Source: an optimization exercise on an open RTL-to-GDS flow (aim: small area, a short achievable clock period and few clock cycles per item). Production flows keep margins and buffers that such runs may drop.

==> inputs of trial 81 <==
## div_top
module div_top
(
  input  logic        CLK,
  input  logic        RST_N,
  input  logic        in_valid,
  output logic        in_ready,
  input  logic [31:0] in_a,
  input  logic [31:0] in_b,
  input  logic [1:0]  in_op,
  output logic        r_valid,
  input  logic        r_ready,
  output logic [31:0] r_data
);
clock: 7.0 ns
lec_check: 0
cap_margin: 5
core_margin: 2
core_utilization: 40
cts_cluster_diameter: 100
cts_cluster_size: 32
setup_slack_margin: 3.6
slew_margin: 5
run.sh (not shown) runs the stock make flow with config.mk's settings and CLKGATE_MAP_FILE= SYNTH_SCRIPT=/design/flow/synth_recipe.tcl, a recipe that flattens the netlist after the stock synthesis.
==> build 66: changes against trial 81 <==
--- a/flow/design.v
+++ b/flow/design.v
@@ -253,165 +253,177 @@
   logic        s1_take_rem;
   logic        s2_valid;
   logic [4:0] s2_rem;
   logic [31:0] s2_dq;
   logic [31:0] s2_divisor;
   logic        s2_neg;
   logic        s2_take_rem;
   logic        s3_valid;
-  logic [6:0] s3_rem;
+  logic [5:0] s3_rem;
   logic [31:0] s3_dq;
   logic [31:0] s3_divisor;
   logic        s3_neg;
   logic        s3_take_rem;
   logic        s4_valid;
-  logic [8:0] s4_rem;
+  logic [6:0] s4_rem;
   logic [31:0] s4_dq;
   logic [31:0] s4_divisor;
   logic        s4_neg;
   logic        s4_take_rem;
   logic        s5_valid;
-  logic [9:0] s5_rem;
+  logic [7:0] s5_rem;
   logic [31:0] s5_dq;
   logic [31:0] s5_divisor;
   logic        s5_neg;
   logic        s5_take_rem;
   logic        s6_valid;
-  logic [10:0] s6_rem;
+  logic [8:0] s6_rem;
   logic [31:0] s6_dq;
   logic [31:0] s6_divisor;
   logic        s6_neg;
   logic        s6_take_rem;
   logic        s7_valid;
-  logic [11:0] s7_rem;
+  logic [9:0] s7_rem;
   logic [31:0] s7_dq;
   logic [31:0] s7_divisor;
   logic        s7_neg;
   logic        s7_take_rem;
   logic        s8_valid;
-  logic [12:0] s8_rem;
+  logic [10:0] s8_rem;
   logic [31:0] s8_dq;
   logic [31:0] s8_divisor;
   logic        s8_neg;
   logic        s8_take_rem;
   logic        s9_valid;
-  logic [13:0] s9_rem;
+  logic [11:0] s9_rem;
   logic [31:0] s9_dq;
   logic [31:0] s9_divisor;
   logic        s9_neg;
   logic        s9_take_rem;
   logic        s10_valid;
-  logic [14:0] s10_rem;
+  logic [12:0] s10_rem;
   logic [31:0] s10_dq;
   logic [31:0] s10_divisor;
   logic        s10_neg;
   logic        s10_take_rem;
   logic        s11_valid;
-  logic [15:0] s11_rem;
+  logic [13:0] s11_rem;
   logic [31:0] s11_dq;
   logic [31:0] s11_divisor;
   logic        s11_neg;
   logic        s11_take_rem;
   logic        s12_valid;
-  logic [16:0] s12_rem;
+  logic [14:0] s12_rem;
   logic [31:0] s12_dq;
   logic [31:0] s12_divisor;
   logic        s12_neg;
   logic        s12_take_rem;
   logic        s13_valid;
-  logic [17:0] s13_rem;
+  logic [15:0] s13_rem;
   logic [31:0] s13_dq;
   logic [31:0] s13_divisor;
   logic        s13_neg;
   logic        s13_take_rem;
   logic        s14_valid;
-  logic [18:0] s14_rem;
+  logic [16:0] s14_rem;
   logic [31:0] s14_dq;
   logic [31:0] s14_divisor;
   logic        s14_neg;
   logic        s14_take_rem;
   logic        s15_valid;
-  logic [19:0] s15_rem;
+  logic [17:0] s15_rem;
   logic [31:0] s15_dq;
   logic [31:0] s15_divisor;
   logic        s15_neg;
   logic        s15_take_rem;
   logic        s16_valid;
-  logic [20:0] s16_rem;
+  logic [18:0] s16_rem;
   logic [31:0] s16_dq;
   logic [31:0] s16_divisor;
   logic        s16_neg;
   logic        s16_take_rem;
   logic        s17_valid;
-  logic [21:0] s17_rem;
+  logic [19:0] s17_rem;
   logic [31:0] s17_dq;
   logic [31:0] s17_divisor;
   logic        s17_neg;
   logic        s17_take_rem;
   logic        s18_valid;
-  logic [22:0] s18_rem;
+  logic [20:0] s18_rem;
   logic [31:0] s18_dq;
   logic [31:0] s18_divisor;
   logic        s18_neg;
   logic        s18_take_rem;
   logic        s19_valid;
-  logic [23:0] s19_rem;
+  logic [21:0] s19_rem;
   logic [31:0] s19_dq;
   logic [31:0] s19_divisor;
   logic        s19_neg;
   logic        s19_take_rem;
   logic        s20_valid;
-  logic [24:0] s20_rem;
+  logic [22:0] s20_rem;
   logic [31:0] s20_dq;
   logic [31:0] s20_divisor;
   logic        s20_neg;
   logic        s20_take_rem;
   logic        s21_valid;
-  logic [25:0] s21_rem;
+  logic [23:0] s21_rem;
   logic [31:0] s21_dq;
   logic [31:0] s21_divisor;
   logic        s21_neg;
   logic        s21_take_rem;
   logic        s22_valid;
-  logic [26:0] s22_rem;
+  logic [24:0] s22_rem;
   logic [31:0] s22_dq;
   logic [31:0] s22_divisor;
   logic        s22_neg;
   logic        s22_take_rem;
   logic        s23_valid;
-  logic [27:0] s23_rem;
+  logic [25:0] s23_rem;
   logic [31:0] s23_dq;
   logic [31:0] s23_divisor;
   logic        s23_neg;
   logic        s23_take_rem;
   logic        s24_valid;
-  logic [28:0] s24_rem;
+  logic [26:0] s24_rem;
   logic [31:0] s24_dq;
   logic [31:0] s24_divisor;
   logic        s24_neg;
   logic        s24_take_rem;
   logic        s25_valid;
-  logic [29:0] s25_rem;
+  logic [27:0] s25_rem;
   logic [31:0] s25_dq;
   logic [31:0] s25_divisor;
   logic        s25_neg;
   logic        s25_take_rem;
   logic        s26_valid;
-  logic [30:0] s26_rem;
+  logic [28:0] s26_rem;
   logic [31:0] s26_dq;
   logic [31:0] s26_divisor;
   logic        s26_neg;
   logic        s26_take_rem;
   logic        s27_valid;
-  logic [31:0] s27_rem;
+  logic [29:0] s27_rem;
   logic [31:0] s27_dq;
   logic [31:0] s27_divisor;
   logic        s27_neg;
   logic        s27_take_rem;
+  logic        s28_valid;
+  logic [30:0] s28_rem;
+  logic [31:0] s28_dq;
+  logic [31:0] s28_divisor;
+  logic        s28_neg;
+  logic        s28_take_rem;
+  logic        s29_valid;
+  logic [31:0] s29_rem;
+  logic [31:0] s29_dq;
+  logic [31:0] s29_divisor;
+  logic        s29_neg;
+  logic        s29_take_rem;
   div_operand_prep u_operand_prep (
     .CLK           (CLK),
     .RST_N         (RST_N),
     .in_valid      (in_valid),
     .in_ready      (in_ready),
     .in_a          (in_a),
     .in_b          (in_b),
     .in_op         (in_op),
@@ -451,424 +463,456 @@
     .prev_take_rem (s1_take_rem),
     .next_valid    (s2_valid),
     .next_rem      (s2_rem),
     .next_dq       (s2_dq),
     .next_divisor  (s2_divisor),
     .next_neg      (s2_neg),
     .next_take_rem (s2_take_rem)
   );
-  div_step_stage #(.J0(5), .K(2), .SEL(0)) u_stage2 (
+  div_step_stage #(.J0(5), .K(1), .SEL(0)) u_stage2 (
     .CLK           (CLK),
     .RST_N         (RST_N),
     .prev_valid    (s2_valid),
     .prev_rem      (s2_rem),
     .prev_dq       (s2_dq),
     .prev_divisor  (s2_divisor),
     .prev_neg      (s2_neg),
     .prev_take_rem (s2_take_rem),
     .next_valid    (s3_valid),
     .next_rem      (s3_rem),
     .next_dq       (s3_dq),
     .next_divisor  (s3_divisor),
     .next_neg      (s3_neg),
     .next_take_rem (s3_take_rem)
   );
-  div_step_stage #(.J0(7), .K(2), .SEL(0)) u_stage3 (
+  div_step_stage #(.J0(6), .K(1), .SEL(0)) u_stage3 (
     .CLK           (CLK),
     .RST_N         (RST_N),
     .prev_valid    (s3_valid),
     .prev_rem      (s3_rem),
     .prev_dq       (s3_dq),
     .prev_divisor  (s3_divisor),
     .prev_neg      (s3_neg),
     .prev_take_rem (s3_take_rem),
     .next_valid    (s4_valid),
     .next_rem      (s4_rem),
     .next_dq       (s4_dq),
     .next_divisor  (s4_divisor),
     .next_neg      (s4_neg),
     .next_take_rem (s4_take_rem)
   );
-  div_step_stage #(.J0(9), .K(1), .SEL(0)) u_stage4 (
+  div_step_stage #(.J0(7), .K(1), .SEL(0)) u_stage4 (
     .CLK           (CLK),
     .RST_N         (RST_N),
     .prev_valid    (s4_valid),
     .prev_rem      (s4_rem),
     .prev_dq       (s4_dq),
     .prev_divisor  (s4_divisor),
     .prev_neg      (s4_neg),
     .prev_take_rem (s4_take_rem),
     .next_valid    (s5_valid),
     .next_rem      (s5_rem),
     .next_dq       (s5_dq),
     .next_divisor  (s5_divisor),
     .next_neg      (s5_neg),
     .next_take_rem (s5_take_rem)
   );
-  div_step_stage #(.J0(10), .K(1), .SEL(0)) u_stage5 (
+  div_step_stage #(.J0(8), .K(1), .SEL(0)) u_stage5 (
     .CLK           (CLK),
     .RST_N         (RST_N),
     .prev_valid    (s5_valid),
     .prev_rem      (s5_rem),
     .prev_dq       (s5_dq),
     .prev_divisor  (s5_divisor),
     .prev_neg      (s5_neg),
     .prev_take_rem (s5_take_rem),
     .next_valid    (s6_valid),
     .next_rem      (s6_rem),
     .next_dq       (s6_dq),
     .next_divisor  (s6_divisor),
     .next_neg      (s6_neg),
     .next_take_rem (s6_take_rem)
   );
-  div_step_stage #(.J0(11), .K(1), .SEL(0)) u_stage6 (
+  div_step_stage #(.J0(9), .K(1), .SEL(0)) u_stage6 (
     .CLK           (CLK),
     .RST_N         (RST_N),
     .prev_valid    (s6_valid),
     .prev_rem      (s6_rem),
     .prev_dq       (s6_dq),
     .prev_divisor  (s6_divisor),
     .prev_neg      (s6_neg),
     .prev_take_rem (s6_take_rem),
     .next_valid    (s7_valid),
     .next_rem      (s7_rem),
     .next_dq       (s7_dq),
     .next_divisor  (s7_divisor),
     .next_neg      (s7_neg),
     .next_take_rem (s7_take_rem)
   );
-  div_step_stage #(.J0(12), .K(1), .SEL(0)) u_stage7 (
+  div_step_stage #(.J0(10), .K(1), .SEL(0)) u_stage7 (
     .CLK           (CLK),
     .RST_N         (RST_N),
     .prev_valid    (s7_valid),
     .prev_rem      (s7_rem),
     .prev_dq       (s7_dq),
     .prev_divisor  (s7_divisor),
     .prev_neg      (s7_neg),
     .prev_take_rem (s7_take_rem),
     .next_valid    (s8_valid),
     .next_rem      (s8_rem),
     .next_dq       (s8_dq),
     .next_divisor  (s8_divisor),
     .next_neg      (s8_neg),
     .next_take_rem (s8_take_rem)
   );
-  div_step_stage #(.J0(13), .K(1), .SEL(0)) u_stage8 (
+  div_step_stage #(.J0(11), .K(1), .SEL(0)) u_stage8 (
     .CLK           (CLK),
     .RST_N         (RST_N),
     .prev_valid    (s8_valid),
     .prev_rem      (s8_rem),
     .prev_dq       (s8_dq),
     .prev_divisor  (s8_divisor),
     .prev_neg      (s8_neg),
     .prev_take_rem (s8_take_rem),
     .next_valid    (s9_valid),
     .next_rem      (s9_rem),
     .next_dq       (s9_dq),
     .next_divisor  (s9_divisor),
     .next_neg      (s9_neg),
     .next_take_rem (s9_take_rem)
   );
-  div_step_stage #(.J0(14), .K(1), .SEL(0)) u_stage9 (
+  div_step_stage #(.J0(12), .K(1), .SEL(0)) u_stage9 (
     .CLK           (CLK),
     .RST_N         (RST_N),
     .prev_valid    (s9_valid),
     .prev_rem      (s9_rem),
     .prev_dq       (s9_dq),
     .prev_divisor  (s9_divisor),
     .prev_neg      (s9_neg),
     .prev_take_rem (s9_take_rem),
     .next_valid    (s10_valid),
     .next_rem      (s10_rem),
     .next_dq       (s10_dq),
     .next_divisor  (s10_divisor),
     .next_neg      (s10_neg),
     .next_take_rem (s10_take_rem)
   );
-  div_step_stage #(.J0(15), .K(1), .SEL(0)) u_stage10 (
+  div_step_stage #(.J0(13), .K(1), .SEL(0)) u_stage10 (
     .CLK           (CLK),
     .RST_N         (RST_N),
     .prev_valid    (s10_valid),
     .prev_rem      (s10_rem),
     .prev_dq       (s10_dq),
     .prev_divisor  (s10_divisor),
     .prev_neg      (s10_neg),
     .prev_take_rem (s10_take_rem),
     .next_valid    (s11_valid),
     .next_rem      (s11_rem),
     .next_dq       (s11_dq),
     .next_divisor  (s11_divisor),
     .next_neg      (s11_neg),
     .next_take_rem (s11_take_rem)
   );
-  div_step_stage #(.J0(16), .K(1), .SEL(0)) u_stage11 (
+  div_step_stage #(.J0(14), .K(1), .SEL(0)) u_stage11 (
     .CLK           (CLK),
     .RST_N         (RST_N),
     .prev_valid    (s11_valid),
     .prev_rem      (s11_rem),
     .prev_dq       (s11_dq),
     .prev_divisor  (s11_divisor),
     .prev_neg      (s11_neg),
     .prev_take_rem (s11_take_rem),
     .next_valid    (s12_valid),
     .next_rem      (s12_rem),
     .next_dq       (s12_dq),
     .next_divisor  (s12_divisor),
     .next_neg      (s12_neg),
     .next_take_rem (s12_take_rem)
   );
-  div_step_stage #(.J0(17), .K(1), .SEL(0)) u_stage12 (
+  div_step_stage #(.J0(15), .K(1), .SEL(0)) u_stage12 (
     .CLK           (CLK),
     .RST_N         (RST_N),
     .prev_valid    (s12_valid),
     .prev_rem      (s12_rem),
     .prev_dq       (s12_dq),
     .prev_divisor  (s12_divisor),
     .prev_neg      (s12_neg),
     .prev_take_rem (s12_take_rem),
     .next_valid    (s13_valid),
     .next_rem      (s13_rem),
     .next_dq       (s13_dq),
     .next_divisor  (s13_divisor),
     .next_neg      (s13_neg),
     .next_take_rem (s13_take_rem)
   );
-  div_step_stage #(.J0(18), .K(1), .SEL(0)) u_stage13 (
+  div_step_stage #(.J0(16), .K(1), .SEL(0)) u_stage13 (
     .CLK           (CLK),
     .RST_N         (RST_N),
     .prev_valid    (s13_valid),
     .prev_rem      (s13_rem),
     .prev_dq       (s13_dq),
     .prev_divisor  (s13_divisor),
     .prev_neg      (s13_neg),
     .prev_take_rem (s13_take_rem),
     .next_valid    (s14_valid),
     .next_rem      (s14_rem),
     .next_dq       (s14_dq),
     .next_divisor  (s14_divisor),
     .next_neg      (s14_neg),
     .next_take_rem (s14_take_rem)
   );
-  div_step_stage #(.J0(19), .K(1), .SEL(0)) u_stage14 (
+  div_step_stage #(.J0(17), .K(1), .SEL(0)) u_stage14 (
     .CLK           (CLK),
     .RST_N         (RST_N),
     .prev_valid    (s14_valid),
     .prev_rem      (s14_rem),
     .prev_dq       (s14_dq),
     .prev_divisor  (s14_divisor),
     .prev_neg      (s14_neg),
     .prev_take_rem (s14_take_rem),
     .next_valid    (s15_valid),
     .next_rem      (s15_rem),
     .next_dq       (s15_dq),
     .next_divisor  (s15_divisor),
     .next_neg      (s15_neg),
     .next_take_rem (s15_take_rem)
   );
-  div_step_stage #(.J0(20), .K(1), .SEL(0)) u_stage15 (
+  div_step_stage #(.J0(18), .K(1), .SEL(0)) u_stage15 (
     .CLK           (CLK),
     .RST_N         (RST_N),
     .prev_valid    (s15_valid),
     .prev_rem      (s15_rem),
     .prev_dq       (s15_dq),
     .prev_divisor  (s15_divisor),
     .prev_neg      (s15_neg),
     .prev_take_rem (s15_take_rem),
     .next_valid    (s16_valid),
     .next_rem      (s16_rem),
     .next_dq       (s16_dq),
     .next_divisor  (s16_divisor),
     .next_neg      (s16_neg),
     .next_take_rem (s16_take_rem)
   );
-  div_step_stage #(.J0(21), .K(1), .SEL(0)) u_stage16 (
+  div_step_stage #(.J0(19), .K(1), .SEL(0)) u_stage16 (
     .CLK           (CLK),
     .RST_N         (RST_N),
     .prev_valid    (s16_valid),
     .prev_rem      (s16_rem),
     .prev_dq       (s16_dq),
     .prev_divisor  (s16_divisor),
     .prev_neg      (s16_neg),
     .prev_take_rem (s16_take_rem),
     .next_valid    (s17_valid),
     .next_rem      (s17_rem),
     .next_dq       (s17_dq),
     .next_divisor  (s17_divisor),
     .next_neg      (s17_neg),
     .next_take_rem (s17_take_rem)
   );
-  div_step_stage #(.J0(22), .K(1), .SEL(0)) u_stage17 (
+  div_step_stage #(.J0(20), .K(1), .SEL(0)) u_stage17 (
     .CLK           (CLK),
     .RST_N         (RST_N),
     .prev_valid    (s17_valid),
     .prev_rem      (s17_rem),
     .prev_dq       (s17_dq),
     .prev_divisor  (s17_divisor),
     .prev_neg      (s17_neg),
     .prev_take_rem (s17_take_rem),
     .next_valid    (s18_valid),
     .next_rem      (s18_rem),
     .next_dq       (s18_dq),
     .next_divisor  (s18_divisor),
     .next_neg      (s18_neg),
     .next_take_rem (s18_take_rem)
   );
-  div_step_stage #(.J0(23), .K(1), .SEL(0)) u_stage18 (
+  div_step_stage #(.J0(21), .K(1), .SEL(0)) u_stage18 (
     .CLK           (CLK),
     .RST_N         (RST_N),
     .prev_valid    (s18_valid),
     .prev_rem      (s18_rem),
     .prev_dq       (s18_dq),
     .prev_divisor  (s18_divisor),
     .prev_neg      (s18_neg),
     .prev_take_rem (s18_take_rem),
     .next_valid    (s19_valid),
     .next_rem      (s19_rem),
     .next_dq       (s19_dq),
     .next_divisor  (s19_divisor),
     .next_neg      (s19_neg),
     .next_take_rem (s19_take_rem)
   );
-  div_step_stage #(.J0(24), .K(1), .SEL(0)) u_stage19 (
+  div_step_stage #(.J0(22), .K(1), .SEL(0)) u_stage19 (
     .CLK           (CLK),
     .RST_N         (RST_N),
     .prev_valid    (s19_valid),
     .prev_rem      (s19_rem),
     .prev_dq       (s19_dq),
     .prev_divisor  (s19_divisor),
     .prev_neg      (s19_neg),
     .prev_take_rem (s19_take_rem),
     .next_valid    (s20_valid),
     .next_rem      (s20_rem),
     .next_dq       (s20_dq),
     .next_divisor  (s20_divisor),
     .next_neg      (s20_neg),
     .next_take_rem (s20_take_rem)
   );
-  div_step_stage #(.J0(25), .K(1), .SEL(0)) u_stage20 (
+  div_step_stage #(.J0(23), .K(1), .SEL(0)) u_stage20 (
     .CLK           (CLK),
     .RST_N         (RST_N),
     .prev_valid    (s20_valid),
     .prev_rem      (s20_rem),
     .prev_dq       (s20_dq),
     .prev_divisor  (s20_divisor),
     .prev_neg      (s20_neg),
     .prev_take_rem (s20_take_rem),
     .next_valid    (s21_valid),
     .next_rem      (s21_rem),
     .next_dq       (s21_dq),
     .next_divisor  (s21_divisor),
     .next_neg      (s21_neg),
     .next_take_rem (s21_take_rem)
   );
-  div_step_stage #(.J0(26), .K(1), .SEL(0)) u_stage21 (
+  div_step_stage #(.J0(24), .K(1), .SEL(0)) u_stage21 (
     .CLK           (CLK),
     .RST_N         (RST_N),
     .prev_valid    (s21_valid),
     .prev_rem      (s21_rem),
     .prev_dq       (s21_dq),
     .prev_divisor  (s21_divisor),
     .prev_neg      (s21_neg),
     .prev_take_rem (s21_take_rem),
     .next_valid    (s22_valid),
     .next_rem      (s22_rem),
     .next_dq       (s22_dq),
     .next_divisor  (s22_divisor),
     .next_neg      (s22_neg),
     .next_take_rem (s22_take_rem)
   );
-  div_step_stage #(.J0(27), .K(1), .SEL(0)) u_stage22 (
+  div_step_stage #(.J0(25), .K(1), .SEL(0)) u_stage22 (
     .CLK           (CLK),
     .RST_N         (RST_N),
     .prev_valid    (s22_valid),
     .prev_rem      (s22_rem),
     .prev_dq       (s22_dq),
     .prev_divisor  (s22_divisor),
     .prev_neg      (s22_neg),
     .prev_take_rem (s22_take_rem),
     .next_valid    (s23_valid),
     .next_rem      (s23_rem),
     .next_dq       (s23_dq),
     .next_divisor  (s23_divisor),
     .next_neg      (s23_neg),
     .next_take_rem (s23_take_rem)
   );
-  div_step_stage #(.J0(28), .K(1), .SEL(0)) u_stage23 (
+  div_step_stage #(.J0(26), .K(1), .SEL(0)) u_stage23 (
     .CLK           (CLK),
     .RST_N         (RST_N),
     .prev_valid    (s23_valid),
     .prev_rem      (s23_rem),
     .prev_dq       (s23_dq),
     .prev_divisor  (s23_divisor),
     .prev_neg      (s23_neg),
     .prev_take_rem (s23_take_rem),
     .next_valid    (s24_valid),
     .next_rem      (s24_rem),
     .next_dq       (s24_dq),
     .next_divisor  (s24_divisor),
     .next_neg      (s24_neg),
     .next_take_rem (s24_take_rem)
   );
-  div_step_stage #(.J0(29), .K(1), .SEL(0)) u_stage24 (
+  div_step_stage #(.J0(27), .K(1), .SEL(0)) u_stage24 (
     .CLK           (CLK),
     .RST_N         (RST_N),
     .prev_valid    (s24_valid),
     .prev_rem      (s24_rem),
     .prev_dq       (s24_dq),
     .prev_divisor  (s24_divisor),
     .prev_neg      (s24_neg),
     .prev_take_rem (s24_take_rem),
     .next_valid    (s25_valid),
     .next_rem      (s25_rem),
     .next_dq       (s25_dq),
     .next_divisor  (s25_divisor),
     .next_neg      (s25_neg),
     .next_take_rem (s25_take_rem)
   );
-  div_step_stage #(.J0(30), .K(1), .SEL(0)) u_stage25 (
+  div_step_stage #(.J0(28), .K(1), .SEL(0)) u_stage25 (
     .CLK           (CLK),
     .RST_N         (RST_N),
     .prev_valid    (s25_valid),
     .prev_rem      (s25_rem),
     .prev_dq       (s25_dq),
     .prev_divisor  (s25_divisor),
     .prev_neg      (s25_neg),
     .prev_take_rem (s25_take_rem),
     .next_valid    (s26_valid),
     .next_rem      (s26_rem),
     .next_dq       (s26_dq),
     .next_divisor  (s26_divisor),
     .next_neg      (s26_neg),
     .next_take_rem (s26_take_rem)
   );
-  div_step_stage #(.J0(31), .K(1), .SEL(1)) u_stage26 (
+  div_step_stage #(.J0(29), .K(1), .SEL(0)) u_stage26 (
     .CLK           (CLK),
     .RST_N         (RST_N),
     .prev_valid    (s26_valid),
     .prev_rem      (s26_rem),
     .prev_dq       (s26_dq),
     .prev_divisor  (s26_divisor),
     .prev_neg      (s26_neg),
     .prev_take_rem (s26_take_rem),
     .next_valid    (s27_valid),
     .next_rem      (s27_rem),
     .next_dq       (s27_dq),
     .next_divisor  (s27_divisor),
     .next_neg      (s27_neg),
     .next_take_rem (s27_take_rem)
   );
-  div_result_fixup #(.DEPTH(27), .LAPW(5)) u_result_fixup (
+  div_step_stage #(.J0(30), .K(1), .SEL(0)) u_stage27 (
     .CLK           (CLK),
     .RST_N         (RST_N),
-    .r_ready       (r_ready),
-    .in_ready      (in_ready),
     .prev_valid    (s27_valid),
-    .prev_mag      (s27_rem),
+    .prev_rem      (s27_rem),
+    .prev_dq       (s27_dq),
     .prev_divisor  (s27_divisor),
     .prev_neg      (s27_neg),
+    .prev_take_rem (s27_take_rem),
+    .next_valid    (s28_valid),
+    .next_rem      (s28_rem),
+    .next_dq       (s28_dq),
+    .next_divisor  (s28_divisor),
+    .next_neg      (s28_neg),
+    .next_take_rem (s28_take_rem)
+  );
+  div_step_stage #(.J0(31), .K(1), .SEL(1)) u_stage28 (
+    .CLK           (CLK),
+    .RST_N         (RST_N),
+    .prev_valid    (s28_valid),
+    .prev_rem      (s28_rem),
+    .prev_dq       (s28_dq),
+    .prev_divisor  (s28_divisor),
+    .prev_neg      (s28_neg),
+    .prev_take_rem (s28_take_rem),
+    .next_valid    (s29_valid),
+    .next_rem      (s29_rem),
+    .next_dq       (s29_dq),
+    .next_divisor  (s29_divisor),
+    .next_neg      (s29_neg),
+    .next_take_rem (s29_take_rem)
+  );
+  div_result_fixup #(.DEPTH(29), .LAPW(5)) u_result_fixup (
+    .CLK           (CLK),
+    .RST_N         (RST_N),
+    .r_ready       (r_ready),
+    .in_ready      (in_ready),
+    .prev_valid    (s29_valid),
+    .prev_mag      (s29_rem),
+    .prev_divisor  (s29_divisor),
+    .prev_neg      (s29_neg),
     .recirc        (recirc),
     .result        (result),
     .r_valid       (r_valid),
     .r_data        (r_data)
   );
 endmodule
 `default_nettype wire
- CTS_CLUSTER_SIZE: 32 -> 28
==> qor summary <==
Yosys warning total: trial 81 83; build 66 89
Mean Syn Cell Area: trial 81 11.0 um2; build 66 11.1 um2
Layout net count: trial 81 8473; build 66 8684
Number of cells traversed by the worst register-to-register path: trial 81 23; build 66 15
Global routing met1 resource utilization: trial 81 19.9%; build 66 20.2%
Row count: trial 81 167; build 66 170
Worst Hold Launch: trial 81 u_operand_prep.slot_dq[12]; build 66 u_stage24.next_dq[14]
Cell variety after synth: trial 81 92; build 66 97
Result of the run: trial 81 timing/DRC/antenna clean; build 66 timing/DRC/antenna clean
Critical path destination: trial 81 u_stage3.next_rem[2]; build 66 u_stage26.next_rem[22]
Largest stage delay on the critical path: trial 81 0.35 ns; build 66 0.53 ns
Fraction of area in multi-input gates: trial 81 36.0%; build 66 34.6%
Critical Path Fanout Max: trial 81 5; build 66 8
Met2 Routed Length: trial 81 82100 um; build 66 83700 um
Die Wd: trial 81 460 um; build 66 469 um
No functional check of the RTL was part of any run of this note.

[separate check: timing with driven ports]
How much do the figures lean on ideal ports? The routed layouts below were timed once more, with nothing changed but the port constraints.
Step 1 sets driving cells, clkbuf_16 on the clock port and buf_2 on the other inputs (assumed; they add their load-dependent delay and slew).
Step 2, shift: input delay + t, output delay - t, t = (earliest + latest rising clock arrival at the registers) / 2. This alone moves slack from input paths to output paths.
Slacks: no drivers / after step 1 / after step 2; pairs: no drivers / after step 1.
| run | t (ns) | setup WS [ns] | worst setup path at the end | worst register clock-pin slew, ns | worst slew at a driven data input, ns |
|---|---|---|---|---|---|
| trial 81 | 0.821 | 2.631 / 2.631 / 2.631 | register to register | 0.12 / 0.12 | 0.04 |
| build 66 | 0.852 | 3.487 / 3.487 / 2.905 | input to register | 0.11 / 0.11 | 0.06 |
After both steps setup and hold are still met in every run listed. The setup slack of build 66, which loses most, moves by 0.000 ns with the drivers and by -0.582 ns with both steps.
